What follows belongs to an exercise in optimizing a design on an open flow for small area; a production flow would make more cautious choices. In this exercise RTL edits were held to simulation tests only and were not proved equivalent to the original. Power is estimated from default activity; no workload was simulated.

the baseline:
## csr_file
module csr_file (
    input  logic                                                              clk,
    input  logic                                                              rst,
    input  logic [csr_pkg::commit_channels-1:0][csr_pkg::csr_addr_width-1:0] commit_write_addr,
    input  logic [csr_pkg::commit_channels-1:0][csr_pkg::reg_data_width-1:0] commit_write_data,
    input  logic [csr_pkg::commit_channels-1:0]                              commit_we,
    input  logic [csr_pkg::commit_channels-1:0][csr_pkg::csr_addr_width-1:0] commit_read_addr,
    input  logic [csr_pkg::csr_addr_width-1:0]                               exc_read_addr,
    input  logic [csr_pkg::reg_data_width-1:0]                               irq_pending,
    input  logic [csr_pkg::commit_count_width-1:0]                           commit_count,
    input  logic                                                              branch_num,
    input  logic                                                              branch_hit,
    input  logic                                                              branch_miss,
    input  logic                                                              rob_full,
    output logic [csr_pkg::reg_data_width-1:0]                               exc_read_data,
    output logic [csr_pkg::commit_channels-1:0][csr_pkg::reg_data_width-1:0] commit_read_data,
    output logic [csr_pkg::reg_data_width-1:0]                               mie_out,
    output logic [csr_pkg::reg_data_width-1:0]                               mstatus_out,
    output logic [csr_pkg::reg_data_width-1:0]                               mip_out,
    output logic [csr_pkg::reg_data_width-1:0]                               mepc_out
);
    logic [31:0] d0, d1;
    logic [11:0] wa0, wa1;
    logic        we0, we1;
    assign d0  = commit_write_data[0];
    assign d1  = commit_write_data[1];
    assign wa0 = commit_write_addr[0];
    assign wa1 = commit_write_addr[1];
    assign we0 = commit_we[0];
    assign we1 = commit_we[1];
    localparam logic [239:0] slot_addr = {
        12'hb86, 12'hb06, 12'hb85, 12'hb05, 12'hb84, 12'hb04, 12'hb83, 12'hb03,
  ...
Size in the first run: roughly 3,700 cells after synthesis, about 390 I/O pins.
Settings: LEC_CHECK=0, CAP_MARGIN=10, CELL_PAD_IN_SITES_DETAIL_PLACEMENT=1, CORE_MARGIN=2, CORE_UTILIZATION=42, CTS_BUF_LIST=sky130_fd_sc_hd__clkbuf_4, CTS_CLUSTER_DIAMETER=60, CTS_CLUSTER_SIZE=8, GPL_ROUTABILITY_DRIVEN=1, GPL_TIMING_DRIVEN=0, PLACE_DENSITY=0.52, SLEW_MARGIN=10, SYNTH_HIERARCHICAL=1, SYNTH_MINIMUM_KEEP_SIZE=0; clock period 9.0 ns.
standard.sh (not shown) runs the stock make flow with config.mk's settings and CLKGATE_MAP_FILE= SYNTH_SCRIPT=/design/flow/synth_recipe.tcl, a recipe that flattens the netlist after the stock synthesis.
==> flow/flow/run.sh <==
#!/bin/bash
# The standard ORFS layout (standard.sh), with these changes passed to its make:
#  - the input and output port buffers are sky130_fd_sc_hd__buf_1 cells
#  - clock tree synthesis inserts no dummy loads (clkbuf_4 buffers, clusters of 8 sinks)
#  - the resizer may swap a cell for one of another footprint
#  - before repair_design, each net with 24 or more loads is driven through one
#    buffer at the centre of its loads (flow/hf_buffer.tcl)
#  - the buffers between tie cells and constant outputs are made buf_1
# Each step's full output stays in orfs/logs/; make's own output goes to make_*.log here.
set -euo pipefail
HERE="$(cd "$(dirname "$0")" && pwd)"
EXTRA=(
  "BUFFER_PORTS_ARGS=-buffer_cell sky130_fd_sc_hd__buf_1"
  "CTS_ARGS=-sink_clustering_enable -repair_clock_nets -dont_use_dummy_load -buf_list sky130_fd_sc_hd__clkbuf_4 -sink_clustering_size 8 -sink_clustering_max_diameter 60"
  "MATCH_CELL_FOOTPRINT=0"
  "PRE_RESIZE_TCL=$HERE/pre_resize.tcl"
  "POST_FLOORPLAN_TCL=$HERE/post_floorplan.tcl"
)
bash standard.sh "${EXTRA[@]}" synth > make_synth.log 2>&1
bash standard.sh "${EXTRA[@]}" finish > make_finish.log 2>&1
Other scripts of this flow, unchanged in this note and not shown: flow/flow/hf_buffer.tcl, flow/flow/post_floorplan.tcl, flow/flow/pre_resize.tcl
Although the baseline finished all stages, its layout failed final checks on capacitance limit, slew limit.
## Diff of input files: the candidate against the baseline
- CAP_MARGIN: 10 -> 15
- SLEW_MARGIN: 10 -> 15
--- outcome ---
Finished, but not clean: the candidate, with capacitance limit, slew limit. Re clock-buffer cell count: the candidate is 2 down on the baseline. The candidate — maximum clock skew at final layout 0.021 ns higher, the baseline as reference. The baseline ended up with commit_read_addr[17] as its startpoint of the worst setup timing path; the candidate ended up with commit_read_addr[11]. The worst-path cell with the longest stage delay comes out sky130_fd_sc_hd__nor4b_2 in one run and sky130_fd_sc_hd__nor4_1 in the other, namely in the candidate and the baseline respectively. Diff the baseline and the candidate: setup slack lower in the candidate. Status: total via count after detailed routing parity (the candidate, the baseline). Between the candidate and the baseline, the HPWL reported at the end of detailed placement figures differ only marginally. The baseline → the candidate: antenna diode count now sits higher; clock power was more or less identical; met1 usage went up by 0.74 points.

what the ideal ports hide:
In the flow no input, the clock included, has a driving cell. The finished layouts below were timed again as built, in two steps. Step 1, drivers: a clkbuf_16 drives clk and a buf_2 each remaining input, both assumed. Step 2 also shifts input and output timing later by t, the mid clock arrival at the registers, as if the neighbouring blocks saw the same clock. Slacks: no drivers / after step 1 / after step 2; pairs: no drivers / after step 1.
run	shift t [ns]	setup slack, ns	worst register clock-pin slew, ns	worst slew at a driven data input, ns	cell pins on the clock port's net
the baseline	0.994	1.351 / 1.295 / 1.295	0.12 / 0.12	0.19	1
the candidate	0.987	1.325 / 1.302 / 1.302	0.12 / 0.12	0.19	1
For the baseline, which loses most, drivers alone change the setup slack by -0.056 ns; drivers and shift together by -0.056 ns.
